This design comes from an exercise in tuning for small area and few clock cycles per item on the open sky130 flow, not from production work. Only simulation tests tie the RTL to the original design; equivalence was not proved. Power and IR drop assume default switching activity. No driver is modelled on the clock port, so clocking that relies on it looks cheaper here than on a real chip.

File: config.mk
export PLATFORM = sky130hd
export DESIGN_NAME = memSubsystemTop
export DESIGN_NICKNAME = memSubsystemTop
export VERILOG_FILES = /design/flow/design.v
export SDC_FILE = /design/flow/constraint.sdc
export NUM_CORES = 4
export LEC_CHECK = 0
export CAP_MARGIN = 20
export CORE_MARGIN = 2
export CORE_UTILIZATION = 40
export SLEW_MARGIN = 20
File: constraint.sdc
create_clock -name core_clock -period 5.0 [get_ports {clk}]
set_input_delay 1.0000 -clock core_clock [delete_from_list [all_inputs] [get_ports {clk}]]
set_output_delay 1.0000 -clock core_clock [all_outputs]
set_load 0.01 [all_outputs]
File: design.v
`timescale 1ns/1ps
`default_nettype none
module memSubsystemTop (
    input  logic        clk,
    input  logic        reset,
    input  logic        inValid,
    output logic        inReady,
    input  logic        inWrite,
    input  logic        inPoison,
    input  logic [3:0]  inByteMask,
    input  logic [15:0] inAddr,
    input  logic [31:0] inData,
    input  logic        rspStall,
    output logic        rspValid,
    output logic [31:0] rspData,
    output logic [3:0]  rspParityErr
);
    localparam int QDEPTH = 2;
    logic [31:0] mem    [16];
    logic [3:0]  poison [16];
    logic [3:0]  qAddr  [QDEPTH];
    logic        qValid [QDEPTH];
    logic        stallQ;
    logic        pop;
    logic        conflict;
    logic        full;
    logic        accept;
    logic        doWrite;
    logic        doRead;
    logic [3:0]  addr;
    assign addr     = inAddr[3:0];
    assign rspValid = qValid[0] && !stallQ;
    assign pop      = rspValid;
    always_comb begin
        conflict = 1'b0;
        for (int i = 0; i < QDEPTH; i++) begin
            if (qValid[i] && qAddr[i] == addr && !(i == 0 && pop)) conflict = 1'b1;
        end
    end
    assign full    = qValid[QDEPTH-1] && !pop;
    assign inReady = inWrite ? !conflict : !full;
    assign accept  = inValid && inReady && !reset;
    assign doWrite = accept && inWrite;
    assign doRead  = accept && !inWrite;
    always_ff @(posedge clk) begin
        for (int w = 0; w < 16; w++) begin
            for (int b = 0; b < 4; b++) begin
                if (doWrite && addr == 4'(w) && inByteMask[b]) begin
                    mem[w][b*8 +: 8] <= inData[b*8 +: 8];
                    poison[w][b]     <= inPoison;
                end
            end
        end
    end
    always_ff @(posedge clk) begin
        stallQ <= rspStall;
    end
    always_ff @(posedge clk) begin
        if (reset) begin
            for (int i = 0; i < QDEPTH; i++) qValid[i] <= 1'b0;
        end else begin
            for (int i = 0; i < QDEPTH; i++) begin
                logic       v;
                logic       vPrev;
                v     = pop ? ((i + 1 < QDEPTH) ? qValid[i+1] : 1'b0) : qValid[i];
                vPrev = (i == 0) ? 1'b1 : (pop ? qValid[i] : qValid[i-1]);
                qValid[i] <= v || (doRead && vPrev && !v);
            end
        end
    end
    always_ff @(posedge clk) begin
        for (int i = 0; i < QDEPTH; i++) begin
            logic       v;
            logic       vPrev;
            v     = pop ? ((i + 1 < QDEPTH) ? qValid[i+1] : 1'b0) : qValid[i];
            vPrev = (i == 0) ? 1'b1 : (pop ? qValid[i] : qValid[i-1]);
            if (doRead && vPrev && !v) qAddr[i] <= addr;
            else if (pop && i + 1 < QDEPTH) qAddr[i] <= qAddr[(i + 1 < QDEPTH) ? i + 1 : i];
        end
    end
    assign rspData      = mem[qAddr[0]];
    assign rspParityErr = poison[qAddr[0]];
endmodule
`default_nettype wire
File: run.sh
#!/bin/bash
# synth_recipe.tcl (not shown) runs the flow's synth.tcl, then flattens the netlist and writes it again
# the make line also repeats each setting of config.mk as NAME=value (left out here)
make -C /OpenROAD-flow-scripts/flow DESIGN_CONFIG=/design/flow/config.mk WORK_HOME=/design/flow/orfs CLKGATE_MAP_FILE= SYNTH_SCRIPT=/design/flow/synth_recipe.tcl finish
==> run_results.csv, run 1 <==
group,metric,value,unit
power_and_ir_drop,ir_drop,0.000254,V
hold_path,hp-class,"reg2reg",
critical_path,critPathLaunchType,"flop",
cts,clock-sinks,587,
cells_and_area,layout-drive-gt1-share,0.168,
sta,rsz0062_at_grt,"no",
route,drcViolationCount,0,
route,postRouteAntennaNets,0,
cells_and_area,design_area,27400,sq um
route,routed_via_density,6.14,
critical_path,cpMostUsedCell,"buf_4",
cts,clkTransAtPathRegs,0.06,ns
sta,hold_viol_final,0,
sta,skew,0.0309,ns
floorplan,core,57500,sq um
placed_design,place_congestion,0.889,
cts,post_cts_buffers,0,
floorplan,fp.dieW,245,microns
cts,cts.path.max_buffers,3,
cts,holdBufCountCts,0,
critical_path,r2r_slack,0.97,ns
floorplan,dieArea,59800,sq um
critical_path,crit_fanout,16,
synth,seq_area_frac_synth,0.760,
cts,cts-resized-gates,0,
global_route,grt_usage,0.254,
synth,postSynthRegisterBits,587,
power_and_ir_drop,p_leak,8.83,nW
floorplan,start_util,0.403,
synth,yosys_warnings,5,
route,vias,14997,
synth,synth-edff-count,584,
cts,clockRootBuffer,"clkbuf_16",
floorplan,die_h,245,microns
floorplan,io_pins,96,
sta,drv_slew,0,
critical_path,cp_top_family,"buffers and inverters",
cells_and_area,num_antenna_cells,0,
synth,synth.net_count,1488,
sta,fmax,204,MHz
synth,synthArstFlopShare,0,
global_route,grt_pass1_vias,14328,
critical_path,path_cells,"buf_4 > nor2b_2 > buf_4 > a32oi_1 > o221ai_1 > nor2_1 > o32ai_1 > clkdlybuf4s50_1",
cts,cts.htree.levels,2,
global_route,gr-total-overflow,0,
critical_path,end_kind,"primary output",
route,first_pass_iters,5,
global_route,grt_max_degree,65,
critical_path,crit_slowest_cell,"edfxtp_1",
route,avgRoutedWirePerCell,31.3,microns
route,drt_iter0_drc,2377,
critical_path,crit_type,"reg2out",
route,finalWirelength,76.5,mm
sta,post-route-period-util,0.979,
critical_path,crit_arrival,3.90,ns
cells_and_area,nets,1687,
power_and_ir_drop,powerDensity,375,nW/um^2
sta,period_minus_slack,4.90,ns
critical_path,critPathRequiredTime,4.00,ns
run,maxCapViolCount,0,
cts,insertion_delay,0.64,ns
synth,avgSynthCellArea,16.2,sq um
sta,finalSetupTns,0,ns
cts,numCtsBuffers,58,
synth,ys_types,64,
critical_path,crit_path_max_incr_delay,0.81,ns
sta,tightestPinTransition,1.18,ns
placed_design,placedInstanceArea,25600,sq um
synth,synth_flop_cell,"edfxtp_1",
placed_design,dpl.hpwl,49.0,mm
synth,netlist_area,23100,sq um
placed_design,portBuffers,83,
cts,cts_tree,"built",
global_route,antenna_found_initial,2,
sta,setup_viol,0,
global_route,grt_pass1_wl,107,mm
critical_path,worst-path-buf-inv,3,
floorplan,rows,88,
cells_and_area,area_growth,18.6,%
synth,synth_cells,1430,
run_status,status,"timing/DRC/antenna clean",
sta,maxSlewHeadroom,0.209,
-- synthesized netlist by cell type, drive strengths merged, types with 4 or more instances --
cell     count  share of area
mux2i       51          0.022
o211ai       5         0.0016
mux2        32          0.016
a22o        40          0.015
nand2b      15         0.0041
a22oi       58          0.019
and2         7         0.0019
and3         4         0.0011
a32o         5         0.0022
nor2       140          0.023
inv          4        0.00065
nor2b       13         0.0035
nor3        13         0.0028
xor2         4         0.0015
a21oi       49          0.011
o21ai       43         0.0093
edfxtp     584           0.76
o32ai        5         0.0019
a221o        4         0.0017
mux4         6         0.0058
o22a         8         0.0030
a221oi      27          0.010
buf         51          0.013
a2111oi      4         0.0015
o2bb2ai     10         0.0038
nand2       67          0.011
a31oi       16         0.0043
a222oi       4         0.0017
o22ai       17         0.0046
clkbuf      35         0.0057
nand3       15         0.0032
o221ai       8         0.0030
a32oi       24         0.0091
o32a        19         0.0082
xnor2        5         0.0019
-- per-stage QoR --
step | hold slack, ns | util | total power, mW | worst slack, ns | instances
final | 0.523 | 0.477 | 10.3 | 0.104 | 2441
after CTS | 0.525 | 0.477 | 10.3 | 0.121 | 2440
after global placement | 0.506 | 0.445 | 6.17 | 0.826 | 2333
after floorplan | 0.478 | - | 5.80 | 2.14 | 1430
after global routing | 0.564 | 0.477 | 10.5 | 0.000849 | 2441
after detailed placement | 0.517 | 0.446 | 6.18 | 0.773 | 2333
-- metal layers --
| metal | global-route usage | routed length (microns) | vias to the layer above |
|---|---|---|---|
| met4 | 0.0997 | 3070 | 4 |
| li1 | - | - | 6173 |
| met3 | 0.0672 | 9000 | 163 |
| met2 | 0.394 | 35100 | 1028 |
| met1 | 0.341 | 29300 | 7629 |
| met5 | 0 | 23 | - |
-- registers in the layout, summed over array words and instances, names as in the netlist --
register  cells
mem         512
poison       64
qAddr         8
qValid        2
stallQ        1
-- report_power, final --
group / internal [mW] / leakage [nW] / switching (mW) / total (mW)
clock network: 2.37 / 0.872 / 1.82 / 4.19
logic: 0.232 / 2.68 / 0.416 / 0.649
registers: 5.42 / 5.28 / 0.0110 / 5.44
-- cell families after synthesis --
logic type                share of synthesized area
xor gates and xnor gates                    0.00341
and+or+nand+nor                              0.0561
DFF                                           0.760
muxes                                        0.0435
buffers and inverters                        0.0199
AOI/OAI and AO/OA                             0.117
-- worst paths after layout --
| path | start | endpoint | cells past startpoint |
|---|---|---|---|
| setup / recovery | qAddr[0][1]$_DFFE_PP_ | rspData[8] | 8 |
| hold / removal | qValid[0]$_SDFF_PP0_ | qValid[0]$_SDFF_PP0_ | 2 |
| setup reg to reg | qAddr[0][2]$_DFFE_PP_ | mem[3][4]$_DFFE_PP_ | 7 |
| hold reg to reg | qValid[0]$_SDFF_PP0_ | qValid[0]$_SDFF_PP0_ | 2 |
-- worst min-delay path, stage by stage (launching register included) --
cell and delay (ns):
dfxtp_1 0.33, o21ai_0 0.08, a21oi_1 0.06
-- cell usage in the layout, fill, tap and decap left out, drive strengths merged, types with 10 or more instances in the layout --
| cell | n |
|---|---|
| edfxtp | 584 |
| buf | 143 |
| nor2 | 140 |
| clkdlybuf4s50 | 82 |
| clkbuf | 78 |
| nand2 | 67 |
| a22oi | 58 |
| mux2i | 51 |
| a21oi | 49 |
| o21ai | 43 |
| a22o | 40 |
| mux2 | 32 |
| a221oi | 27 |
| a32oi | 24 |
| clkinv | 24 |
| o32a | 19 |
| o22ai | 17 |
| a31oi | 16 |
| nand3 | 15 |
| nand2b | 15 |
| nor3 | 13 |
| nor2b | 13 |
| o2bb2ai | 10 |
-- layout make-up --
class                      count  area (sq um)
timing repair buffer         225          1930
clock inverter                29           214
fill                        4975         30000
sequential                   587         17600
clock buffer                  78          1590
inverter                       5          18.8
multi-input combinational    752          5130
tap                          765           957
Testbench counts, summed over its fixed seeds: cycles 3,330, items 3,200.
==> run 2, diff against run 1 <==
--- a/config.mk
+++ b/config.mk
@@ -5,7 +5,11 @@
 export SDC_FILE = /design/flow/constraint.sdc
 export NUM_CORES = 4
 export LEC_CHECK = 0
+export ABC_AREA = 1
 export CAP_MARGIN = 20
 export CORE_MARGIN = 2
-export CORE_UTILIZATION = 40
+export CORE_UTILIZATION = 70
+export CTS_BUF_LIST = sky130_fd_sc_hd__clkbuf_4 sky130_fd_sc_hd__clkbuf_8
+export CTS_CLUSTER_SIZE = 20
+export PLACE_DENSITY = 0.8
 export SLEW_MARGIN = 20
==> run 2 against run 1 <==
Compared with the run above:
- still clean on timing, DRC and antenna
- final cell count decreased by 5.5%
- flip-flop and latch count unchanged
- total power shrank 7.3%
- non-clock buffer count down 67
- design area shrank 6.7%
- hold slack better by 0.0066 ns
- synthesized cell count increased by 15%
- clock-buffer cell count rose by 39
- largest cell class unchanged
- largest power group unchanged
- highest routed layer is now met4
==> run_results.csv, run 2 <==
group,metric,value,unit
power_and_ir_drop,p_leak,8.78,nW
route,postRouteAntennaNets,0,
power_and_ir_drop,design_power_total,9.53,mW
critical_path,cpMostUsedCell,"nand2_1",
route,met1Wirelength,18.7,mm
route,vias,13948,
placed_design,post-place-ws,0.852,ns
sta,period_minus_slack,4.43,ns
critical_path,crit_fanout,19,
global_route,grt_usage,0.315,
synth,synthTopCellsByArea,"edfxtp_1 79%, nand2_1 10%, nand4_1 3.0%",
critical_path,critPathLaunchType,"flop",
sta,drv_slew,0,
power_and_ir_drop,p_int,7.50,mW
cts,clkTransAtPathRegs,0.06,ns
route,drcViolationCount,0,
floorplan,io_pins,96,
placed_design,dpl.hpwl,30.3,mm
cells_and_area,final_common_cell,"nand2_1",
cells_and_area,nets,1900,
synth,ys_types,24,
route,wl_met2,25.0,mm
cts,insertion_delay,0.64,ns
hold_path,hp-class,"reg2reg",
cells_and_area,area_growth,15.0,%
synth,avgSynthCellArea,13.5,sq um
synth,yosys_warnings,5,
synth,postSynthRegisterBits,587,
cts,post_cts_buffers,0,
power_and_ir_drop,seq_power_share,0.570,
sta,fin_hold_ws,0.529,ns
floorplan,start_util,0.709,
critical_path,r2r_cells,9,
run_status,status,"timing/DRC/antenna clean",
power_and_ir_drop,switching_share,0.213,
cts,clock-sinks,587,
cts,numCtsBuffers,88,
route,routed_via_density,6.05,
hold_path,min_to,"qValid[1]$_SDFF_PP0_",
critical_path,crit_arrival,3.43,ns
sta,hold_viol_final,0,
route,avgRoutedWirePerCell,22.1,microns
global_route,grt_max_degree,65,
sta,fmax,226,MHz
floorplan,fp.dieW,182,microns
route,finalWirelength,50.9,mm
cells_and_area,num_antenna_cells,0,
cts,cts.htree.levels,3,
sta,setup_viol,0,
route,topRoutingLayerUsed,"met4",
route,drt_iter0_drc,1508,
synth,synth_flop_cell,"edfxtp_1",
cells_and_area,n_fill_cell,1652,
critical_path,r2r_slack,2.10,ns
sta,maxSlewHeadroom,0.290,
floorplan,die_h,182,microns
cells_and_area,instances_no_fill,2307,
global_route,antenna_found_initial,0,
cells_and_area,largest-register,"mem",
power_and_ir_drop,powerDensity,372,nW/um^2
floorplan,core,31400,sq um
cts,cts.path.max_buffers,3,
cells_and_area,reg.largest.list,"mem (512), poison (64), qAddr (8)",
cells_and_area,largest_register_ffs,512,
global_route,grt_pass1_vias,14230,
critical_path,worst-path-buf-inv,3,
critical_path,crit_type,"reg2out",
synth,netlist_area,22300,sq um
sta,post-route-period-util,0.885,
synth,synth-edff-count,584,
floorplan,dieArea,33200,sq um
critical_path,path_cells,"inv_1 > nand2_1 > nor2_4 > buf_4 > nand2_1 > nand4_1 > nor2_1 > nand3_1 > clkdlybuf4s50_1",
global_route,grt_pass1_wl,77.0,mm
synth,synthMostInstantiatedCell,"nand2_1",
floorplan,rows,65,
synth,synth_cells,1648,
route,first_pass_iters,7,
power_and_ir_drop,ir_drop,0.000385,V
critical_path,crit_path_max_incr_delay,0.58,ns
synth,synth_common_cells,"606 x nand2_1, 584 x edfxtp_1, 141 x nor2_1",
cts,cts_tree,"built",
synth,yosysTopAreaCellShare,0.788,
synth,synthArstFlopShare,0,
power_and_ir_drop,p_comb_frac,0.042,
critical_path,critPathRequiredTime,4.00,ns
critical_path,r2r-end,"poison[12][1]$_DFFE_PP_",
cells_and_area,final_cell_mix,"606 x nand2_1, 584 x edfxtp_1, 140 x nor2_1",
sta,rsz0062_at_grt,"no",
power_and_ir_drop,power.share.clock,0.388,
critical_path,crit_slowest_cell,"nor2_4",
power_and_ir_drop,switchingPower,2.03,mW
run,maxCapViolCount,0,
sta,finalSetupTns,0,ns
cells_and_area,layout-drive-gt1-share,0.125,
sta,setup_ws,0.573,ns
synth,seq_area_frac_synth,0.791,
route,wl_met3,5.34,mm
critical_path,end_kind,"primary output",
cts,holdBufCountCts,0,
sta,skew,0.0409,ns
placed_design,place_inst,2154,
placed_design,place_congestion,0.852,
hold_path,hp-start,"qValid[1]$_SDFF_PP0_",
synth,yosysTopAreaCell,"edfxtp_1",
sta,tightestPinTransition,1.06,ns
global_route,gr-total-overflow,0,
cts,clockRootBuffer,"clkbuf_8",
critical_path,cp_top_family,"simple AND/OR/NAND/NOR gates",
hold_path,worstHoldPathCells,2,
cts,cts-resized-gates,0,
placed_design,portBuffers,83,
critical_path,rr_startpoint,"qAddr[0][0]$_DFFE_PP_",
synth,synth.net_count,1706,
==> run 2: cell types whose count changed after synthesis, sizes merged, moves of 27 or more <==
cell | before | now
nand4 | 3 | 118
a221oi | 27 | 0
mux2 | 32 | 0
o21ai | 43 | 7
a22oi | 58 | 0
nand2 | 67 | 606
clkbuf | 35 | 4
a21oi | 49 | 3
nand3 | 15 | 72
mux2i | 51 | 0
a22o | 40 | 6
==> run 2: metal layers <==
layer	vias to the layer above	global-route usage
met5	-	0
li1	6276	-
met3	161	0.0599
met2	887	0.517
met4	0	0.157
met1	6624	0.411
==> run 2: how the worst max path moves through the flow <==
stage                               start                    end  cells past startpoint
floorplan                       inAddr[3]                inReady                      7
global placement                inAddr[0]  mem[12][11]$_DFFE_PP_                      8
detailed placement              inAddr[3]  mem[12][12]$_DFFE_PP_                     10
CTS                 qAddr[0][1]$_DFFE_PP_            rspData[10]                      9
global route        qAddr[0][3]$_DFFE_PP_            rspData[28]                      9
finish              qAddr[0][3]$_DFFE_PP_        rspParityErr[0]                      9
==> run 2: cell families (layout without fill, tap and decap cells) <==
group / after synthesis / in the layout / share of synthesized area
compound gates: 16 / 16 / 0.00461
xor+xnor: 1 / 1 / 0.000394
buf+inv: 79 / 336 / 0.0168
flops: 587 / 587 / 0.791
simple gates: 965 / 965 / 0.187
==> run 2: tightest hold or removal path: cells and delay by family (launching register included) <==
| kind | cells | cell delay [ns] |
|---|---|---|
| simple gates | 1 | 0.10 |
| flops | 1 | 0.31 |
| compound gates | 1 | 0.07 |
==> run 2: stage by stage <==
stage / utilization / cell area [sq um]
floorplan: - / 22300
global placement: 0.762 / 23900
detailed placement: 0.762 / 23900
CTS: 0.815 / 25600
global route: 0.815 / 25600
finish: 0.815 / 25600
==> run 2: final cells by class <==
cell class | count | area, sq um | area share
clock inverters | 36 | 224 | 0.00875
inverters | 25 | 93.8 | 0.00367
flip-flops and latches | 587 | 17600 | 0.688
multi-input cells | 982 | 4350 | 0.170
well taps | 402 | 503 | 0.0197
clock buffers | 117 | 1440 | 0.0561
repair buffers | 158 | 1390 | 0.0543
==> run 2: power groups by stage <==
stage               clock network, mW  registers [mW]  logic (mW)
floorplan                           0            5.53       0.161
global placement                    0            5.53       0.384
detailed placement                  0            5.53       0.395
CTS                              3.72            5.43       0.399
global route                     3.93            5.43       0.433
finish                           3.69            5.43       0.404
==> run 3, diff against run 2 <==
--- a/config.mk
+++ b/config.mk
@@ -9,7 +9,6 @@
 export CAP_MARGIN = 20
 export CORE_MARGIN = 2
 export CORE_UTILIZATION = 70
-export CTS_BUF_LIST = sky130_fd_sc_hd__clkbuf_4 sky130_fd_sc_hd__clkbuf_8
-export CTS_CLUSTER_SIZE = 20
-export PLACE_DENSITY = 0.8
+export CTS_BUF_LIST = sky130_fd_sc_hd__clkbuf_8
+export CTS_CLUSTER_SIZE = 30
 export SLEW_MARGIN = 20
==> run 3 against run 2 <==
Compared with the run above:
- design area increased by 0.37%
- still clean
- register-to-register slack about the same
- synthesized area stayed put
- clock-buffer cell count decreased by 20
- clock skew shrank 0.016 ns
- critical path type unchanged
- largest power group unchanged
- global-route usage shrank 0.51 points
- synthesized cell count unchanged
- critical endpoint is now rspData[21]
- largest cell class unchanged
==> run_results.csv, run 3 <==
group,metric,value,unit
run_status,status,"timing/DRC/antenna clean",
synth,yosysTopAreaCellShare,0.788,
route,postRouteAntennaNets,0,
critical_path,crit_arrival,3.39,ns
floorplan,fp.dieW,182,microns
synth,ys_types,24,
route,drt_iter0_drc,1449,
sta,drv_slew,0,
cts,insertion_delay,0.61,ns
sta,fmax,228,MHz
cts,cts-resized-gates,0,
synth,avgSynthCellArea,13.5,sq um
power_and_ir_drop,p_leak,8.96,nW
global_route,grt_usage,0.309,
global_route,antenna_found_initial,1,
cts,holdBufCountCts,0,
synth,yosysTopAreaCell,"edfxtp_1",
cts,numCtsBuffers,88,
placed_design,dpl.hpwl,30.4,mm
sta,maxSlewHeadroom,0.340,
cts,post_cts_buffers,0,
cts,clockRootBuffer,"clkbuf_8",
synth,synth_cells,1648,
sta,setup_ws,0.606,ns
global_route,grt_pass1_wl,75.6,mm
placed_design,placedInstanceArea,24000,sq um
cells_and_area,final_cell_mix,"606 x nand2_1, 584 x edfxtp_1, 140 x nor2_1",
floorplan,dieArea,33200,sq um
sta,finalSetupTns,0,ns
critical_path,path_cells,"inv_1 > nand2_1 > nor2_2 > buf_12 > nand2_1 > nand4_1 > nor2_1 > nand3_1 > clkdlybuf4s50_1",
route,first_pass_iters,6,
floorplan,die_h,182,microns
floorplan,rows,65,
synth,synthArstFlopShare,0,
critical_path,crit_type,"reg2out",
critical_path,cpMostUsedCell,"nand2_1",
run,maxCapViolCount,0,
route,vias,13613,
synth,postSynthRegisterBits,587,
synth,synth.net_count,1706,
cells_and_area,seqCellArea,17600,sq um
power_and_ir_drop,ir_drop,0.000423,V
sta,period_minus_slack,4.39,ns
synth,synth_common_cells,"606 x nand2_1, 584 x edfxtp_1, 141 x nor2_1",
cells_and_area,instances_no_fill,2328,
placed_design,place_inst,2165,
floorplan,io_pins,96,
sta,hold_viol_final,0,
cells_and_area,layout-drive-gt1-share,0.117,
cells_and_area,multi_input_area,4340,sq um
critical_path,crit_path_max_incr_delay,0.81,ns
cts,cts.htree.levels,3,
synth,synth_flop_cell,"edfxtp_1",
floorplan,start_util,0.709,
cts,cts_tree,"built",
placed_design,post-place-ws,0.959,ns
sta,setup_viol,0,
placed_design,place_congestion,0.875,
sta,fin_hold_ws,0.500,ns
synth,synthMostInstantiatedCell,"nand2_1",
synth,synthTopCellsByArea,"edfxtp_1 79%, nand2_1 10%, nand4_1 3.0%",
cells_and_area,n_fill_cell,1747,
synth,yosys_warnings,5,
critical_path,end_kind,"primary output",
cells_and_area,largest-register,"mem",
sta,tightestPinTransition,0.989,ns
hold_path,hp-class,"reg2reg",
cells_and_area,largest_register_ffs,512,
cells_and_area,reg.largest.list,"mem (512), poison (64), qAddr (8)",
sta,rsz0062_at_grt,"no",
synth,seq_area_frac_synth,0.791,
floorplan,core,31400,sq um
sta,post-route-period-util,0.879,
route,drcViolationCount,0,
synth,synth-edff-count,584,
synth,netlist_area,22300,sq um
power_and_ir_drop,powerDensity,369,nW/um^2
route,avgRoutedWirePerCell,21.4,microns
power_and_ir_drop,design_power_total,9.48,mW
cts,clkTransAtPathRegs,0.06,ns
route,finalWirelength,49.7,mm
cells_and_area,area_growth,15.4,%
global_route,grt_max_degree,48,
global_route,gr-total-overflow,0,
cts,cts.path.max_buffers,3,
critical_path,critPathRequiredTime,4.00,ns
cts,clock-sinks,587,
critical_path,crit_fanout,22,
cells_and_area,nets,1911,
cells_and_area,design_area,25700,sq um
route,routed_via_density,5.85,
cells_and_area,final_util,0.818,
critical_path,crit_slowest_cell,"nor2_2",
global_route,grt_pass1_vias,13249,
sta,skew,0.0246,ns
critical_path,critPathLaunchType,"flop",
cells_and_area,final_common_cell,"nand2_1",
placed_design,portBuffers,83,
==> run 3: worst max-delay path, delay by kind of cell (launching register included) <==
kind          cells  cell delay, ns
flops             1            0.47
buf+inv           3            0.94
simple gates      6            1.35
==> run 3: kinds of logic (layout without fill, tap and decap cells) <==
family | count (synthesis) | after routing | share of synthesized area
buffers and inverters | 79 | 356 | 0.0168
DFF | 587 | 587 | 0.791
other | 0 | 1 | 0
and+or+nand+nor | 965 | 965 | 0.187
xor gates and xnor gates | 1 | 1 | 0.000394
AOI/OAI and AO/OA | 16 | 16 | 0.00461
==> run 3: final timing paths <==
check             depth (start not counted)                  start                     to  slack (ns)
setup reg to reg                          9  qAddr[0][0]$_DFFE_PP_  mem[15][16]$_DFFE_PP_        2.10
setup / recovery                          9  qAddr[0][2]$_DFFE_PP_            rspData[21]        0.61
hold reg to reg                           2   qValid[1]$_SDFF_PP0_   qValid[1]$_SDFF_PP0_        0.50
hold / removal                            2   qValid[1]$_SDFF_PP0_   qValid[1]$_SDFF_PP0_        0.50
==> run 3: layout make-up <==
class                   instances  share of cell area
flip-flops and latches        587               0.685
multi-input cells             982               0.169
repair buffers                169              0.0578
clock buffers                  97              0.0520
well taps                     402              0.0196
clock inverters                65              0.0129
inverters                      25             0.00365
diodes                          1           0.0000974
==> run 3: metal layers <==
| layer | GRT usage | up-vias | part of all wire |
|---|---|---|---|
| li1 | - | 6294 | - |
| met1 | 0.441 | 6529 | 0.40 |
| met2 | 0.498 | 699 | 0.48 |
| met3 | 0.0475 | 91 | 0.087 |
| met4 | 0.115 | 0 | 0.030 |
| met5 | 0 | - | 0 |
==> run 3: where the power goes <==
| group | leakage (nW) | internal, mW | switching (mW) |
|---|---|---|---|
| registers | 5.28 | 5.43 | 0.00479 |
| logic | 2.69 | 0.144 | 0.258 |
| clock network | 0.992 | 1.89 | 1.75 |
| total | 8.96 | 7.46 | 2.02 |
==> run 4, diff against run 3 <==
--- a/config.mk
+++ b/config.mk
@@ -9,6 +9,8 @@
 export CAP_MARGIN = 20
 export CORE_MARGIN = 2
 export CORE_UTILIZATION = 70
-export CTS_BUF_LIST = sky130_fd_sc_hd__clkbuf_8
+export CTS_BUF_LIST = sky130_fd_sc_hd__clkbuf_16
+export CTS_CLUSTER_DIAMETER = 100
 export CTS_CLUSTER_SIZE = 30
+export PLACE_DENSITY = 0.8
 export SLEW_MARGIN = 20
==> run 4 against run 3 <==
Compared with the run above:
- still clean on timing, DRC and antenna
- clock skew rose by 0.010 ns
- fmax is 0.28% higher
- global-route usage fell by 1.2 points
- total power fell by 16%
- clock power decreased by about 40%
- largest power group unchanged
==> run_results.csv, run 4 <==
group,metric,value,unit
cts,clockRootBuffer,"clkbuf_16",
global_route,gr-total-overflow,0,
route,finalWirelength,48.5,mm
critical_path,crit_type,"reg2out",
floorplan,rows,65,
cells_and_area,largest-register,"mem",
sta,maxSlewHeadroom,0.311,
power_and_ir_drop,p_comb_frac,0.050,
sta,skew,0.0347,ns
floorplan,start_util,0.709,
cells_and_area,final_cell_mix,"606 x nand2_1, 584 x edfxtp_1, 140 x nor2_1",
cts,clock-sinks,587,
synth,synth_flop_cell,"edfxtp_1",
synth,avgSynthCellArea,13.5,sq um
critical_path,crit_fanout,29,
synth,yosysTopAreaCell,"edfxtp_1",
placed_design,place_congestion,0.852,
synth,synthTopCellsByArea,"edfxtp_1 79%, nand2_1 10%, nand4_1 3.0%",
power_and_ir_drop,power.share.clock,0.273,
power_and_ir_drop,seq_power_share,0.677,
route,drt_iter0_drc,1221,
power_and_ir_drop,design_power_total,8.01,mW
global_route,antenna_found_initial,1,
global_route,grt_max_degree,65,
sta,drv_slew,0,
placed_design,dpl.hpwl,30.3,mm
power_and_ir_drop,switchingPower,1.60,mW
floorplan,fp.dieW,182,microns
synth,synth_common_cells,"606 x nand2_1, 584 x edfxtp_1, 141 x nor2_1",
power_and_ir_drop,switching_share,0.200,
cells_and_area,reg.largest.list,"mem (512), poison (64), qAddr (8)",
critical_path,end_kind,"primary output",
synth,ys_types,24,
sta,tightestPinTransition,1.03,ns
synth,seq_area_frac_synth,0.791,
sta,rsz0062_at_grt,"no",
global_route,grt_pass1_wl,73.5,mm
cts,cts-resized-gates,0,
cts,holdBufCountCts,0,
route,vias,13410,
route,drcViolationCount,0,
synth,yosys_warnings,5,
global_route,grt_usage,0.298,
critical_path,critPathLaunchType,"flop",
synth,netlist_area,22300,sq um
cells_and_area,area_growth,10.4,%
power_and_ir_drop,p_leak,8.25,nW
floorplan,core,31400,sq um
cts,post_cts_buffers,0,
route,postRouteAntennaNets,0,
power_and_ir_drop,p_int,6.41,mW
sta,hold_viol_final,0,
power_and_ir_drop,powerDensity,326,nW/um^2
cts,numCtsBuffers,23,
synth,synthMostInstantiatedCell,"nand2_1",
cts,clkTransAtPathRegs,0.11,ns
synth,synth_cells,1648,
route,avgRoutedWirePerCell,22.2,microns
placed_design,placedInstanceArea,23900,sq um
placed_design,portBuffers,83,
cts,insertion_delay,0.58,ns
cells_and_area,nets,1835,
route,routed_via_density,6.13,
sta,post-route-period-util,0.876,
cells_and_area,largest_register_ffs,512,
synth,synth.net_count,1706,
cells_and_area,layout-drive-gt1-share,0.0739,
critical_path,r2r_slack,2.11,ns
cts,cts.htree.levels,1,
route,first_pass_iters,7,
sta,setup_viol,0,
cells_and_area,design_area,24600,sq um
critical_path,crit_arrival,3.38,ns
synth,postSynthRegisterBits,587,
floorplan,die_h,182,microns
run,maxCapViolCount,0,
synth,synthArstFlopShare,0,
floorplan,io_pins,96,
run_status,status,"timing/DRC/antenna clean",
critical_path,critPathRequiredTime,4.00,ns
cts,cts.path.max_buffers,3,
cts,cts_tree,"built",
floorplan,dieArea,33200,sq um
sta,finalSetupTns,0,ns
hold_path,hp-class,"reg2reg",
power_and_ir_drop,ir_drop,0.000388,V
sta,fmax,228,MHz
sta,period_minus_slack,4.38,ns
synth,synth-edff-count,584,
global_route,grt_pass1_vias,13408,
cells_and_area,final_common_cell,"nand2_1",
synth,yosysTopAreaCellShare,0.788,
[run 4: logic make-up after synthesis]
group | after synthesis | synth area share
xor gates and xnor gates | 1 | 0.000394
buffers and inverters | 79 | 0.0168
AOI/OAI and AO/OA | 16 | 0.00461
DFF | 587 | 0.791
and+or+nand+nor | 965 | 0.187
[run 4: worst paths after layout]
check                   startpoint                     to  depth (start not counted)
max reg2reg  qAddr[0][0]$_DFFE_PP_  mem[12][14]$_DFFE_PP_                          9
min reg2reg   qValid[1]$_SDFF_PP0_   qValid[1]$_SDFF_PP0_                          2
max          qAddr[0][3]$_DFFE_PP_            rspData[28]                          9
min           qValid[1]$_SDFF_PP0_   qValid[1]$_SDFF_PP0_                          2
[run 4: routing by layer]
layer / GRT usage / routed length (microns)
met4: 0.119 / 1690
met3: 0.0423 / 4220
met5: 0 / 0
met1: 0.391 / 18300
met2: 0.513 / 24300
[run 4: through the flow]
| stage | util | worst slack (ns) | cells | hold WS (ns) |
|---|---|---|---|---|
| after floorplan | - | 2.35 | 1648 | 0.459 |
| after global placement | 0.762 | 1.04 | 2154 | 0.475 |
| after detailed placement | 0.762 | 0.852 | 2154 | 0.485 |
| after CTS | 0.782 | 0.663 | 2188 | 0.501 |
| after global routing | 0.782 | 0.453 | 2188 | 0.537 |
| final | 0.783 | 0.618 | 2189 | 0.500 |
[run 4: layout make-up]
| class | instances | area, sq um |
|---|---|---|
| diodes | 1 | 2.50 |
| clock buffers | 23 | 576 |
| clock inverters | 11 | 58.8 |
| fillers | 1817 | 6830 |
| inverters | 25 | 93.8 |
| multi-input cells | 982 | 4350 |
| flip-flops and latches | 587 | 17600 |
| well taps | 402 | 503 |
| repair buffers | 158 | 1390 |
[run 4: power groups by stage]
| stage | combinational (mW) | sequential (mW) | clock (mW) |
|---|---|---|---|
| floorplan | 0.161 | 5.53 | 0 |
| global placement | 0.384 | 5.53 | 0 |
| detailed placement | 0.395 | 5.53 | 0 |
| CTS | 0.397 | 5.42 | 2.19 |
| global route | 0.431 | 5.42 | 2.34 |
| finish | 0.399 | 5.42 | 2.19 |
[run 4: critical path, cell delays in order, from the launching register on]
cell,delay [ns]
edfxtp_1,0.47
inv_1,0.11
nand2_1,0.22
nor2_4,0.84
buf_4,0.32
nand2_1,0.07
nand4_1,0.10
nor2_1,0.05
nand3_1,0.07
clkdlybuf4s50_1,0.53
==> run 5, diff against run 4 <==
==> flow/run.sh (new file) <==
#!/bin/bash
# The standard layout (the standard.sh, config.mk and make variables), with two changes:
#  - ABC maps the logic with an area-oriented script (flow/area.abc); registers are untouched
#  - the clock tree is built without dummy loads
set -euo pipefail
HERE=$(pwd)
# The standard flow's synthesis script with the abc override prepended
{ cat "$HERE/flow/synth.tcl"; tail -n +2 "$HERE/synth_recipe.tcl"; } > "$HERE/own_synth.tcl"
sed -e "s#SYNTH_SCRIPT=[^ ]*#SYNTH_SCRIPT=$HERE/own_synth.tcl#" "$HERE/standard.sh" > "$HERE/own_standard.sh"
export OWN_ABC_SCRIPT="$HERE/flow/area.abc"
export CTS_ARGS="-sink_clustering_enable -repair_clock_nets -dont_use_dummy_load -buf_list sky130_fd_sc_hd__clkbuf_16 -sink_clustering_size 30 -sink_clustering_max_diameter 100"
bash "$HERE/own_standard.sh" finish > "$HERE/flow_make.log" 2>&1
==> flow/area.abc (new file) <==
strash
dch
amap
==> flow/synth.tcl (new file) <==
# The standard flow's synthesis script, with ABC's technology mapping done by area.abc (area-oriented amap).
proc synth {args} { yosys synth -nofsm -noshare {*}$args }
proc abc {args} {
  set i [lsearch -exact $args -script]
  if { $i >= 0 } { set args [lreplace $args $i [expr {$i + 1}] -script $::env(OWN_ABC_SCRIPT)] }
  yosys abc {*}$args
}
==> standard.sh (new file) <==
#!/bin/bash
# synth_recipe.tcl (not shown) runs the flow's synth.tcl, then flattens the netlist and writes it again
# the make line also repeats each setting of config.mk as NAME=value (left out here)
make -C /OpenROAD-flow-scripts/flow DESIGN_CONFIG=/design/flow/config.mk WORK_HOME=/design/flow/orfs CLKGATE_MAP_FILE= SYNTH_SCRIPT=/design/flow/synth_recipe.tcl "${@:-finish}"
removed: run.sh
==> run 5 against run 4 <==
Compared with the run above:
- largest power group unchanged
- register-to-register slack worse by 0.73 ns
- final cell count is 22% lower
- synthesized area is 5.3% lower
- design area is 2.1% lower
- critical path type unchanged
- setup slack worse by 0.43 ns
- routed wire length is 4.2% higher
- first-iteration DRC count is 58% higher
==> run_results.csv, run 5 <==
group,metric,value,unit
critical_path,rr_startpoint,"qAddr[0][0]$_DFFE_PP_",
placed_design,dpl.hpwl,30.4,mm
cells_and_area,final_common_cell,"edfxtp_1",
cells_and_area,reg.largest.list,"mem (512), poison (64), qAddr (8)",
route,postRouteAntennaNets,0,
cts,post_cts_buffers,0,
floorplan,dieArea,31500,sq um
sta,post-route-period-util,0.962,
cells_and_area,largest_register_ffs,512,
run,maxCapViolCount,0,
global_route,gr-total-overflow,0,
placed_design,portBuffers,83,
cts,clockRootBuffer,"clkbuf_16",
power_and_ir_drop,p_leak,7.57,nW
sta,rsz0062_at_grt,"yes",
cts,cts-resized-gates,0,
cells_and_area,n_fill_cell,1506,
global_route,grt_pass1_wl,73.7,mm
cells_and_area,seqCellArea,17600,sq um
sta,tightestPinTransition,1.06,ns
floorplan,die_h,178,microns
cts,clock-sinks,587,
cts,insertion_delay,0.58,ns
critical_path,crit_type,"reg2out",
sta,finalSetupTns,0,ns
route,drt_iter0_drc,1927,
synth,synth.net_count,1163,
synth,yosysTopAreaCellShare,0.832,
route,first_pass_iters,9,
cells_and_area,layout-drive-gt1-share,0.112,
synth,avgSynthCellArea,19.1,sq um
synth,synth_common_cells,"584 x edfxtp_1, 107 x a22oi_1, 77 x nor2_1",
route,finalWirelength,50.5,mm
sta,setup_viol,0,
synth,netlist_area,21100,sq um
synth,synth-edff-count,584,
hold_path,hp-start,"qAddr[1][1]$_DFFE_PP_",
floorplan,start_util,0.711,
critical_path,startpoint,"qAddr[0][3]$_DFFE_PP_",
power_and_ir_drop,design_power_total,7.97,mW
synth,yosysTopAreaCell,"edfxtp_1",
power_and_ir_drop,ir_drop,0.000376,V
synth,ys_types,28,
cts,cts.path.max_buffers,3,
global_route,antenna_found_initial,0,
cts,cts_tree,"built",
route,avgRoutedWirePerCell,29.6,microns
route,drcViolationCount,0,
synth,postSynthRegisterBits,587,
synth,synthArstFlopShare,0,
critical_path,crit_arrival,3.81,ns
global_route,grt_max_degree,65,
sta,drv_slew,0,
power_and_ir_drop,powerDensity,331,nW/um^2
sta,fin_hold_ws,0.588,ns
run_status,status,"timing/DRC/antenna clean",
synth,synth_cells,1105,
cts,clkTransAtPathRegs,0.10,ns
critical_path,crit_fanout,21,
cells_and_area,final_cell_mix,"584 x edfxtp_1, 108 x buf_4, 107 x a22oi_1",
synth,yosys_warnings,5,
synth,synthMostInstantiatedCell,"edfxtp_1",
hold_path,hp-class,"reg2reg",
cts,numCtsBuffers,23,
floorplan,io_pins,96,
cts,cts.htree.levels,1,
synth,synthTopCellsByArea,"edfxtp_1 83%, a22oi_1 3.8%, a222oi_1 2.4%",
placed_design,place_congestion,0.819,
cts,holdBufCountCts,0,
floorplan,fp.dieW,178,microns
global_route,grt_pass1_vias,11973,
sta,maxSlewHeadroom,0.294,
critical_path,critPathRequiredTime,4.00,ns
route,vias,12373,
cells_and_area,largest-register,"mem",
critical_path,critPathLaunchType,"flop",
sta,skew,0.0404,ns
cells_and_area,multi_input_area,3650,sq um
route,routed_via_density,7.24,
sta,period_minus_slack,4.81,ns
floorplan,rows,63,
synth,synth_flop_cell,"edfxtp_1",
critical_path,end_kind,"primary output",
cells_and_area,area_growth,14.0,%
synth,seq_area_frac_synth,0.835,
cells_and_area,num_antenna_cells,0,
cells_and_area,nets,1380,
sta,fmax,208,MHz
floorplan,core,29600,sq um
sta,hold_viol_final,0,
global_route,grt_usage,0.325,
## run 5: changes by cell type in the layout (fill, tap and decap cells not counted), sizes merged, moves of 33 or more
cell    before  now
buf         76  109
a221oi       0   33
a222oi       0   50
nand2      606   24
nor2       158   77
nand4      118   33
a22oi        0  107
nand3       72   23
inv         35    0
## run 5: cells by family after synthesis
family                 count (synthesis)  synth area share
flip-flops                           587             0.835
buffers and inverters                 21           0.00374
AND/OR/NAND/NOR                      211            0.0492
AO/OA/AOI/OAI                        286             0.113
## run 5: area by class of cell
cell class / instances / share of cell area
flip-flops and latches: 587 / 0.732
well taps: 390 / 0.0203
clock buffers: 23 / 0.0239
inverters: 21 / 0.00328
multi-input cells: 497 / 0.152
repair buffers: 192 / 0.0686
## run 5: per-layer routing
layer / GRT usage / up-vias / routed length (microns)
met2: 0.517 / 915 / 24600
met3: 0.0488 / 120 / 6490
met4: 0.108 / 0 / 1560
li1: - / 5186 / -
met5: 0 / - / 0
met1: 0.476 / 6152 / 17900
## run 5: final timing paths
path                      endpoint  slack [ns]  cells past startpoint
max reg2reg   mem[8][17]$_DFFE_PP_        1.38                     11
max                    rspData[27]        0.19                      9
min          qAddr[0][1]$_DFFE_PP_        0.59                      2
min reg2reg  qAddr[0][1]$_DFFE_PP_        0.59                      2
## run 5: report_power, final
part | internal [mW] | total, mW | switching (mW)
Combinational | 0.164 | 0.408 | 0.244
Sequential | 5.42 | 5.43 | 0.00541
Clock | 0.830 | 2.13 | 1.30
## run 5: critical path, cell delays in order, from the launching register on
cell	delay (ns)
edfxtp_1	0.34
buf_4	0.26
clkinv_1	0.55
nor4_4	0.58
buf_4	0.44
a22oi_1	0.16
nand3_1	0.09
a21oi_1	0.05
a41oi_1	0.21
clkdlybuf4s50_1	0.57
## run 5: metrics by stage
step                      area [sq um]  std cells   util  worst slack, ns
after detailed placement         23400       1680  0.790            0.394
after global placement           23400       1680  0.790            0.655
after floorplan                  21200       1105      -            0.472
after CTS                        24000       1703  0.809           0.0927
final                            24000       1710  0.811            0.191
after global routing             24000       1710  0.811        -0.000646
==> run 6, diff against run 5 <==
==> flow/run.sh (replaced) <==
#!/bin/bash
# The standard layout (the standard.sh, config.mk and make variables), with these changes:
#  - ABC maps the logic with an area-oriented script (flow/area.abc); registers are untouched
#  - the clock tree is built without dummy loads
#  - the port buffers are buf_1 cells instead of delay buffers
set -euo pipefail
HERE=$(pwd)
# The standard flow's synthesis script with the abc override prepended
{ cat "$HERE/flow/synth.tcl"; tail -n +2 "$HERE/synth_recipe.tcl"; } > "$HERE/own_synth.tcl"
sed -e "s#SYNTH_SCRIPT=[^ ]*#SYNTH_SCRIPT=$HERE/own_synth.tcl#" "$HERE/standard.sh" > "$HERE/own_standard.sh"
export OWN_ABC_SCRIPT="$HERE/flow/area.abc"
export BUFFER_PORTS_ARGS="-buffer_cell sky130_fd_sc_hd__buf_1"
export CTS_ARGS="-sink_clustering_enable -repair_clock_nets -dont_use_dummy_load -buf_list sky130_fd_sc_hd__clkbuf_16 -sink_clustering_size 30 -sink_clustering_max_diameter 100"
bash "$HERE/own_standard.sh" finish > "$HERE/flow_make.log" 2>&1
--- a/config.mk
+++ b/config.mk
@@ -12,5 +12,6 @@
 export CTS_BUF_LIST = sky130_fd_sc_hd__clkbuf_16
 export CTS_CLUSTER_DIAMETER = 100
 export CTS_CLUSTER_SIZE = 30
+export GPL_TIMING_DRIVEN = 0
 export PLACE_DENSITY = 0.8
 export SLEW_MARGIN = 20
==> run 6 against run 5 <==
Compared with the run above:
- fmax grew 0.39%
- critical path depth grew 1
- largest cell class unchanged
- highest routed layer unchanged
- design area shrank 2.3%
- critical endpoint is now rspData[10]
- first-iteration DRC count grew 23%
- combinational power shrank 12%
- still clean
- die area is the same
- critical path type unchanged
- clock power is essentially flat
==> run_results.csv, run 6 <==
group,metric,value,unit
run_status,status,"timing/DRC/antenna clean",
floorplan,die_h,178,microns
route,drcViolationCount,0,
cells_and_area,nets,1347,
sta,fmax,209,MHz
route,avgRoutedWirePerCell,30.7,microns
critical_path,critPathRequiredTime,4.00,ns
placed_design,placedInstanceArea,22700,sq um
critical_path,crit_fanout,11,
critical_path,crit_slowest_cell,"edfxtp_1",
placed_design,dpl.hpwl,33.6,mm
synth,avgSynthCellArea,19.1,sq um
global_route,antenna_found_initial,0,
sta,drv_slew,0,
route,drt_iter0_drc,2379,
cts,cts_tree,"built",
placed_design,place_congestion,0.759,
power_and_ir_drop,powerDensity,338,nW/um^2
cells_and_area,area_growth,11.4,%
cells_and_area,num_antenna_cells,0,
cts,numCtsBuffers,23,
cells_and_area,final_cell_mix,"584 x edfxtp_1, 107 x a22oi_1, 82 x buf_1",
sta,maxSlewHeadroom,0.223,
floorplan,io_pins,96,
floorplan,dieArea,31500,sq um
synth,netlist_area,21100,sq um
run,maxCapViolCount,0,
floorplan,rows,63,
sta,skew,0.0299,ns
sta,period_minus_slack,4.79,ns
floorplan,start_util,0.711,
critical_path,end_kind,"primary output",
global_route,gr-total-overflow,0,
placed_design,place_inst,1636,
route,finalWirelength,51.4,mm
cells_and_area,layout-drive-gt1-share,0.104,
synth,yosysTopAreaCellShare,0.832,
power_and_ir_drop,p_leak,7.20,nW
sta,post-route-period-util,0.958,
synth,yosysTopAreaCell,"edfxtp_1",
sta,rsz0062_at_grt,"no",
synth,yosys_warnings,5,
cells_and_area,largest-register,"mem",
global_route,grt_pass1_wl,74.5,mm
placed_design,post-place-ws,-0.0376,ns
cells_and_area,design_area,23500,sq um
synth,synthTopCellsByArea,"edfxtp_1 83%, a22oi_1 3.8%, a222oi_1 2.4%",
synth,seq_area_frac_synth,0.835,
power_and_ir_drop,design_power_total,7.95,mW
synth,ys_types,28,
synth,synth-edff-count,584,
cells_and_area,largest_register_ffs,512,
sta,tightestPinTransition,1.16,ns
critical_path,crit_arrival,3.79,ns
cells_and_area,instances_no_fill,1677,
route,first_pass_iters,8,
placed_design,portBuffers,83,
power_and_ir_drop,ir_drop,0.000305,V
critical_path,crit_path_max_incr_delay,0.91,ns
sta,setup_ws,0.209,ns
global_route,grt_max_degree,56,
cells_and_area,final_common_cell,"edfxtp_1",
cts,cts.path.max_buffers,3,
cells_and_area,reg.largest.list,"mem (512), poison (64), qAddr (8)",
floorplan,core,29600,sq um
route,routed_via_density,7.45,
cts,cts.htree.levels,1,
synth,synth_flop_cell,"edfxtp_1",
hold_path,hp-class,"in2reg",
route,postRouteAntennaNets,0,
cts,clkTransAtPathRegs,0.10,ns
synth,synthMostInstantiatedCell,"edfxtp_1",
cts,clock-sinks,587,
cts,holdBufCountCts,0,
sta,finalSetupTns,0,ns
route,vias,12491,
synth,synthArstFlopShare,0,
synth,synth_common_cells,"584 x edfxtp_1, 107 x a22oi_1, 77 x nor2_1",
global_route,grt_usage,0.329,
synth,synth_cells,1105,
cts,clockRootBuffer,"clkbuf_16",
cts,insertion_delay,0.56,ns
critical_path,crit_type,"reg2out",
critical_path,critPathLaunchType,"flop",
synth,postSynthRegisterBits,587,
sta,setup_viol,0,
synth,synth.net_count,1163,
floorplan,fp.dieW,178,microns
critical_path,path_cells,"clkinv_2 > nor4_4 > buf_6 > a22o_1 > a221o_1 > a221oi_1 > nand4_1 > a211oi_1 > nor2_1 > buf_1",
sta,hold_viol_final,0,
global_route,grt_pass1_vias,12009,
[run 6: cell counts after synthesis]
No cell type changed its count.
[run 6: per-layer routing]
layer | vias up | routed length, microns | part of all wire | track usage
li1 | 5122 | - | - | -
met1 | 6176 | 18200 | 0.35 | 0.473
met2 | 1064 | 24700 | 0.48 | 0.525
met3 | 129 | 6680 | 0.13 | 0.0576
met4 | 0 | 1800 | 0.035 | 0.112
met5 | - | 0 | 0 | 0
[run 6: metrics by stage]
stage,util,hold slack (ns)
after floorplan,-,0.538
after global placement,0.742,0.575
after detailed placement,0.767,0.579
after CTS,0.787,0.518
after global routing,0.792,0.530
final,0.792,0.524
[run 6: final cells by class]
cell class,count,area [sq um]
Clock buffer,23,576
Fill cell,1486,6150
Inverter,21,83.8
Multi-Input combinational cell,497,3680
Sequential cell,587,17600
Tap cell,390,488
Timing Repair Buffer,159,1060
[run 6: kinds of logic (layout without fill, tap and decap cells)]
logic type             after synthesis  count (layout)  share of synthesized area
AOI/OAI and AO/OA                  286             286                      0.113
DFF                                587             587                      0.835
buffers and inverters               21             203                    0.00374
and+or+nand+nor                    211             211                     0.0492
[run 6: final timing paths]
kind,startpoint,end,slack [ns],cells past startpoint
max,qAddr[0][3]$_DFFE_PP_,rspData[10],0.21,10
min reg2reg,qAddr[1][3]$_DFFE_PP_,qAddr[0][3]$_DFFE_PP_,0.62,2
min,rspStall,stallQ$_DFF_P_,0.52,1
max reg2reg,qAddr[0][3]$_DFFE_PP_,mem[12][12]$_DFFE_PP_,0.84,9
[run 6: worst max-delay path: cells and delay by family (launching register included)]
family | cells | cell delay, ns
compound gates | 4 | 0.40
buf+inv | 3 | 0.94
flops | 1 | 0.91
simple gates | 3 | 0.97
[run 6: where the power goes]
part	internal [mW]	switching, mW
Sequential	5.42	0.00961
Combinational	0.110	0.248
Clock	0.832	1.33
[run 6: what timing repair did]
item | 4_1_cts | 5_1_grt
pin swaps | 2 | 2
cloned | 0 | 0
hold endpoints to repair | 0 | 0
resized for setup | 4 | 0
setup buffers | 2 | 11
endpoints found under the setup margin | 56 | 14
==> run 7, diff against run 6 <==
--- a/config.mk
+++ b/config.mk
@@ -12,6 +12,5 @@
 export CTS_BUF_LIST = sky130_fd_sc_hd__clkbuf_16
 export CTS_CLUSTER_DIAMETER = 100
 export CTS_CLUSTER_SIZE = 30
-export GPL_TIMING_DRIVEN = 0
 export PLACE_DENSITY = 0.8
 export SLEW_MARGIN = 20
==> run 7 against run 6 <==
Compared with the run above:
- via count is 1.3% lower
- critical path depth is 1 lower
- clock-buffer cell count did not move
- critical endpoint is now rspData[22]
- hold slack gained 0.0012 ns
- sequential share of layout area fell by 0.052 points
- highest routed layer unchanged
- clock skew down 0.0051 ns
- synthesized area did not move
- design area barely moved
==> run_results.csv, run 7 <==
group,metric,value,unit
sta,maxSlewHeadroom,0.269,
synth,yosysTopAreaCellShare,0.832,
cts,cts.htree.levels,1,
power_and_ir_drop,powerDensity,336,nW/um^2
cts,cts_tree,"built",
critical_path,cp_top_family,"buffers and inverters",
sta,drv_slew,0,
cts,holdBufCountCts,0,
sta,post-route-period-util,0.942,
run,maxCapViolCount,0,
power_and_ir_drop,switching_share,0.197,
synth,avgSynthCellArea,19.1,sq um
synth,muxShareOfSynthArea,0,
global_route,gr-usage-met3,0.0285,
cells_and_area,multi_input_area,3650,sq um
synth,seq_area_frac_synth,0.835,
critical_path,critPathRequiredTime,4.00,ns
critical_path,r2r_cells,9,
power_and_ir_drop,switchingPower,1.56,mW
cts,clock-sinks,587,
power_and_ir_drop,seq_power_share,0.686,
cts,clockRootBuffer,"clkbuf_16",
power_and_ir_drop,p_leak,7.32,nW
synth,synth_common_cells,"584 x edfxtp_1, 107 x a22oi_1, 77 x nor2_1",
floorplan,die_h,178,microns
floorplan,core,29600,sq um
critical_path,critPathLaunchType,"flop",
critical_path,path_cells,"clkinv_1 > buf_4 > nor4_4 > buf_4 > a22oi_1 > nand2_1 > a21oi_1 > a31oi_1 > buf_1",
cells_and_area,largest_register_ffs,512,
sta,setup_viol,0,
synth,synth_top_family_by_area,"compound AO/OA/AOI/OAI gates",
hold_path,hp-class,"in2reg",
synth,synthArstFlopShare,0,
critical_path,startpoint,"qAddr[0][3]$_DFFE_PP_",
cells_and_area,final_common_cell,"edfxtp_1",
cts,clkTransAtPathRegs,0.10,ns
sta,tightestPinTransition,1.10,ns
global_route,grt_usage,0.313,
cells_and_area,reg.largest.list,"mem (512), poison (64), qAddr (8)",
sta,hold_viol_final,0,
critical_path,rr_startpoint,"qAddr[0][3]$_DFFE_PP_",
critical_path,end_kind,"primary output",
cells_and_area,final_cell_mix,"584 x edfxtp_1, 107 x a22oi_1, 104 x buf_4",
cts,cts-resized-gates,0,
route,drcViolationCount,0,
synth,synthXorXnorAreaFrac,0,
global_route,grt_pass1_wl,71.7,mm
critical_path,crit_type,"reg2out",
critical_path,crit_fanout,18,
floorplan,io_pins,96,
placed_design,place_congestion,0.808,
global_route,antenna_found_initial,0,
route,postRouteAntennaNets,0,
synth,synth_flop_cell,"edfxtp_1",
route,routed_via_density,7.23,
synth,synthTopCellsByArea,"edfxtp_1 83%, a22oi_1 3.8%, a222oi_1 2.4%",
sta,period_minus_slack,4.71,ns
critical_path,r2r-end,"mem[13][20]$_DFFE_PP_",
global_route,busiest_layer,"met2",
critical_path,crit_arrival,3.71,ns
critical_path,crit_path_end,"rspData[22]",
cells_and_area,layout-drive-gt1-share,0.110,
power_and_ir_drop,p_comb_frac,0.044,
global_route,grt_max_degree,65,
route,avgRoutedWirePerCell,28.7,microns
critical_path,worst-path-buf-inv,4,
global_route,gr-total-overflow,0,
synth,ys_types,28,
cts,insertion_delay,0.56,ns
cells_and_area,largest-register,"mem",
synth,postSynthRegisterBits,587,
synth,synth_compound_area_frac,0.113,
route,finalWirelength,48.9,mm
placed_design,portBuffers,83,
cts,cts.path.max_buffers,3,
cells_and_area,nets,1376,
cells_and_area,n_fill_cell,1532,
cells_and_area,seqCellArea,17600,sq um
synth,synth_cells,1105,
sta,fin_hold_ws,0.525,ns
critical_path,crit_slowest_cell,"edfxtp_1",
global_route,met2_usage,0.510,
global_route,grt_pass1_vias,11732,
route,vias,12332,
synth,synth_fa_ha_area_frac,0,
floorplan,rows,63,
placed_design,dpl.hpwl,30.6,mm
synth,synth-edff-count,584,
critical_path,cpMostUsedCell,"buf_4",
synth,yosys_warnings,5,
cts,numCtsBuffers,23,
power_and_ir_drop,p_int,6.35,mW
route,drt_iter0_drc,2043,
floorplan,dieArea,31500,sq um
synth,synth.net_count,1163,
synth,synthMostInstantiatedCell,"edfxtp_1",
power_and_ir_drop,power.share.clock,0.270,
critical_path,cp_num_cells,9,
sta,finalSetupTns,0,ns
sta,rsz0062_at_grt,"no",
synth,synthSimpleGateAreaFrac,0.0492,
route,first_pass_iters,8,
power_and_ir_drop,ir_drop,0.000347,V
synth,netlist_area,21100,sq um
synth,yosysTopAreaCell,"edfxtp_1",
run_status,status,"timing/DRC/antenna clean",
critical_path,r2r_slack,1.52,ns
cells_and_area,area_growth,11.5,%
cells_and_area,num_antenna_cells,0,
sta,skew,0.0248,ns
floorplan,fp.dieW,178,microns
sta,fmax,212,MHz
cts,post_cts_buffers,0,
critical_path,crit_path_max_incr_delay,0.93,ns
global_route,use_met1,0.466,
floorplan,start_util,0.711,
==> run 7: cell counts after synthesis <==
No cell type changed its count.
==> run 7: cells by family (layout without fill, tap and decap cells) <==
group                  after synthesis  in the layout
AOI/OAI and AO/OA                  286            286
buffers and inverters               21            232
DFF                                587            587
and+or+nand+nor                    211            211
==> run 7: how the worst min path moves through the flow <==
stage	startpoint	endpoint	slack, ns	cells past startpoint
2_1_floorplan	qValid[0]$_SDFF_PP0_	qValid[0]$_SDFF_PP0_	0.54	2
3_3_place_gp	qValid[0]$_SDFF_PP0_	qValid[0]$_SDFF_PP0_	0.56	2
3_5_place_dp	qAddr[1][3]$_DFFE_PP_	qAddr[0][3]$_DFFE_PP_	0.58	2
4_1_cts	rspStall	stallQ$_DFF_P_	0.52	1
5_1_grt	rspStall	stallQ$_DFF_P_	0.53	1
6_report	rspStall	stallQ$_DFF_P_	0.53	1
==> run 7: power by group through the flow <==
| stage | clock [mW] | combinational (mW) | sequential, mW |
|---|---|---|---|
| 5_1_grt | 2.27 | 0.370 | 5.43 |
| 4_1_cts | 2.13 | 0.342 | 5.43 |
| 2_1_floorplan | 0 | 0.148 | 5.54 |
| 6_report | 2.13 | 0.345 | 5.43 |
| 3_3_place_gp | 0 | 0.325 | 5.54 |
| 3_5_place_dp | 0 | 0.339 | 5.54 |
==> run 7: stage by stage <==
step	utilization	total power [mW]	setup slack (ns)	area, sq um	std cells
CTS	0.793	7.90	0.331	23500	1706
global placement	0.774	5.86	0.978	22900	1683
global route	0.793	8.07	0.0984	23500	1706
floorplan	-	5.69	0.472	21200	1105
finish	0.793	7.91	0.291	23500	1706
detailed placement	0.774	5.88	0.641	22900	1683
==> run 7: cell type report <==
type                    instances  share of cell area
multi-input cells             497               0.155
well taps                     390              0.0208
flip-flops and latches        587               0.749
repair buffers                188              0.0474
clock buffers                  23              0.0245
inverters                      21             0.00335
==> run 7: routing by layer <==
layer,vias up,share of wire,wire length [microns]
li1,5185,-,-
met1,6211,0.37,18200
met2,854,0.50,24300
met3,82,0.10,5100
met4,0,0.027,1320
met5,-,0,0
==> run 8, diff against run 7 <==
--- a/design.v
+++ b/design.v
@@ -15,7 +15,7 @@
     output logic [31:0] rspData,
     output logic [3:0]  rspParityErr
 );
-    localparam int QDEPTH = 2;
+    localparam int QDEPTH = 3;
     logic [31:0] mem    [16];
     logic [3:0]  poison [16];
     logic [3:0]  qAddr  [QDEPTH];
==> run 8 against run 7 <==
Compared with the run above:
- die area increased by 1.2%
- non-clock buffer count is 3 lower
- hold slack got worse by 0.0010 ns
- critical endpoint is now rspData[3]
- highest routed layer unchanged
==> run_results.csv, run 8 <==
group,metric,value,unit
run_status,status,"timing/DRC/antenna clean",
floorplan,dieArea,31900,sq um
cts,clock-sinks,592,
global_route,grt_usage,0.332,
sta,tightestPinTransition,1.17,ns
synth,ys_types,30,
route,avgRoutedWirePerCell,29.7,microns
hold_path,hp-class,"in2reg",
cells_and_area,layout-drive-gt1-share,0.105,
synth,muxShareOfSynthArea,0,
synth,yosysTopAreaCellShare,0.827,
cells_and_area,reg.largest.list,"mem (512), poison (64), qAddr (12)",
cts,numCtsBuffers,23,
sta,fmax,211,MHz
floorplan,start_util,0.716,
placed_design,dpl.hpwl,30.9,mm
synth,synthTopCellsByArea,"edfxtp_1 83%, a22oi_1 3.1%, a222oi_1 3.0%",
route,routed_via_density,7.23,
critical_path,crit_type,"reg2out",
sta,post-route-period-util,0.946,
power_and_ir_drop,powerDensity,337,nW/um^2
synth,synth.net_count,1199,
sta,rsz0062_at_grt,"no",
cells_and_area,nets,1409,
route,drcViolationCount,0,
critical_path,end_kind,"primary output",
sta,period_minus_slack,4.73,ns
power_and_ir_drop,p_int,6.41,mW
route,postRouteAntennaNets,0,
synth,synthXorXnorAreaFrac,0,
power_and_ir_drop,seq_power_share,0.685,
placed_design,place_congestion,0.834,
cells_and_area,largest_register_ffs,512,
floorplan,fp.dieW,179,microns
cells_and_area,num_antenna_cells,0,
sta,setup_viol,0,
critical_path,critPathLaunchType,"flop",
cts,post_cts_buffers,0,
synth,synth-edff-count,588,
power_and_ir_drop,ir_drop,0.000269,V
power_and_ir_drop,p_comb_frac,0.047,
global_route,grt_pass1_vias,12174,
synth,synthMostInstantiatedCell,"edfxtp_1",
cts,insertion_delay,0.56,ns
sta,skew,0.0216,ns
route,finalWirelength,51.6,mm
floorplan,rows,63,
placed_design,placedInstanceArea,23200,sq um
sta,maxSlewHeadroom,0.218,
synth,synth_common_cells,"588 x edfxtp_1, 87 x a22oi_1, 79 x nor2_1",
cts,cts-resized-gates,0,
run,maxCapViolCount,0,
synth,avgSynthCellArea,18.7,sq um
cells_and_area,final_common_cell,"edfxtp_1",
synth,synth_fa_ha_area_frac,0,
cells_and_area,final_cell_mix,"588 x edfxtp_1, 101 x buf_4, 87 x a22oi_1",
critical_path,crit_arrival,3.73,ns
synth,postSynthRegisterBits,592,
cells_and_area,design_area,23700,sq um
cts,cts.htree.levels,1,
synth,synth_cells,1141,
synth,synthSimpleGateAreaFrac,0.0535,
synth,yosys_warnings,5,
power_and_ir_drop,design_power_total,8.00,mW
critical_path,critPathRequiredTime,4.00,ns
route,first_pass_iters,7,
sta,finalSetupTns,0,ns
power_and_ir_drop,p_leak,7.40,nW
cells_and_area,area_growth,11.2,%
cells_and_area,largest-register,"mem",
route,vias,12580,
synth,synth_flop_cell,"edfxtp_1",
synth,netlist_area,21300,sq um
sta,drv_slew,0,
synth,synthArstFlopShare,0,
floorplan,io_pins,96,
global_route,antenna_found_initial,0,
power_and_ir_drop,switching_share,0.199,
floorplan,die_h,179,microns
route,drt_iter0_drc,2177,
placed_design,portBuffers,83,
cts,clockRootBuffer,"clkbuf_16",
global_route,gr-total-overflow,0,
cts,holdBufCountCts,0,
cts,clkTransAtPathRegs,0.10,ns
global_route,grt_pass1_wl,75.6,mm
power_and_ir_drop,switchingPower,1.59,mW
synth,seq_area_frac_synth,0.831,
synth,synth_compound_area_frac,0.110,
synth,synth_top_family_by_area,"compound AO/OA/AOI/OAI gates",
cts,cts.path.max_buffers,3,
power_and_ir_drop,power.share.clock,0.268,
floorplan,core,29800,sq um
cts,cts_tree,"built",
critical_path,crit_fanout,10,
synth,yosysTopAreaCell,"edfxtp_1",
global_route,grt_max_degree,65,
sta,hold_viol_final,0,
## run 8: changes by cell type after synthesis, moves of 4 or more
cell / delta
edfxtp_1: +4
a221oi_1: -4
a222oi_1: +15
o22ai_1: +9
a22oi_1: -20
nand4_1: -4
o32a_1: +5
nand2_1: +20
a21oi_1: +4
clkinv_1: +13
## run 8: power groups by stage
stage                     sequential, mW  combinational, mW  clock [mW]
final                               5.48              0.377        2.15
after global routing                5.48              0.406        2.30
after CTS                           5.48              0.372        2.14
after detailed placement            5.59              0.370           0
after global placement              5.59              0.356           0
after floorplan                     5.59              0.170           0
## run 8: layer usage
metal / share of wire / up-vias / GRT usage
met5: 0 / - / 0
met4: 0.036 / 0 / 0.119
met3: 0.13 / 133 / 0.0616
met2: 0.48 / 985 / 0.519
met1: 0.35 / 6153 / 0.483
li1: - / 5309 / -
## run 8: path summary, 6_finish.rpt
check,from,to,slack (ns),cells after the start
hold / removal,rspStall,stallQ$_DFF_P_,0.52,1
setup reg to reg,qAddr[0][0]$_DFFE_PP_,mem[3][24]$_DFFE_PP_,0.76,10
setup / recovery,qAddr[0][1]$_DFFE_PP_,rspData[3],0.27,9
hold reg to reg,qAddr[1][1]$_DFFE_PP_,qAddr[0][1]$_DFFE_PP_,0.61,2
## run 8: cells by family after synthesis
group / Yosys count
buf+inv: 34
simple gates: 236
flops: 592
compound gates: 279
## run 8: worst max-delay path: stages, from the launching register on
cell and delay, ns:
edfxtp_1 0.34, buf_4 0.26, clkinv_1 0.56, nor4_4 0.96, buf_4 0.34, a22oi_1 0.11
nand3_1 0.12, a21oi_1 0.07, nand4_1 0.12, buf_1 0.27
## run 8: stage by stage
step | hold slack (ns) | instances | util | worst slack, ns
final | 0.524 | 1739 | 0.797 | 0.271
after global routing | 0.521 | 1739 | 0.797 | 0.0923
after CTS | 0.537 | 1739 | 0.797 | 0.370
after detailed placement | 0.585 | 1716 | 0.777 | 0.518
after global placement | 0.571 | 1716 | 0.777 | 0.615
after floorplan | 0.545 | 1141 | - | 0.418
## run 8: cell type report
type,instances,area [sq um]
multi-input cells,515,3720
clock buffers,23,576
fillers,1524,6060
inverters,34,128
repair buffers,185,1090
flip-flops and latches,592,17700
well taps,390,488
Testbench counts of run 8, summed over its fixed seeds: cycles 3,301, items 3,200.

[separate check: timing with driven ports]
The flow's constraints put no driver on any port. The routed layouts listed below were extracted and timed again, unchanged, in two steps.
Step 1 sets driving cells, clkbuf_16 on the clock port and buf_2 on the other inputs (assumed; they add their load-dependent delay and slew).
Step 2 also shifts input and output timing later by t, the mid clock arrival at the registers, as if the neighbouring blocks saw the same clock.
Three values: ideal ports, drivers, drivers and shift; two values: the first two.
run | t (ns) | setup slack, ns | latest minus earliest clock arrival (ns) | worst slew at a driven data input, ns
run 1 | 0.678 | 0.104 / 0.044 / 0.722 | 0.034 / 0.035 | 0.04
run 2 | 0.670 | 0.573 / 0.522 / 0.783 | 0.040 / 0.041 | 0.07
run 3 | 0.647 | 0.606 / 0.561 / 0.792 | 0.030 / 0.030 | 0.10
run 4 | 0.611 | 0.618 / 0.568 / 0.804 | 0.036 / 0.036 | 0.09
run 5 | 0.610 | 0.191 / 0.138 / 0.214 | 0.041 / 0.040 | 0.05
run 6 | 0.603 | 0.209 / 0.156 / -0.075 | 0.042 / 0.042 | 0.04
run 7 | 0.603 | 0.291 / 0.239 / 0.504 | 0.036 / 0.036 | 0.04
run 8 | 0.605 | 0.271 / 0.218 / 0.279 | 0.026 / 0.026 | 0.03
With both steps, setup timing fails in run 6, where it was met with ideal ports. For run 6, which loses most, drivers alone change the setup slack by -0.053 ns; drivers and shift together by -0.284 ns.
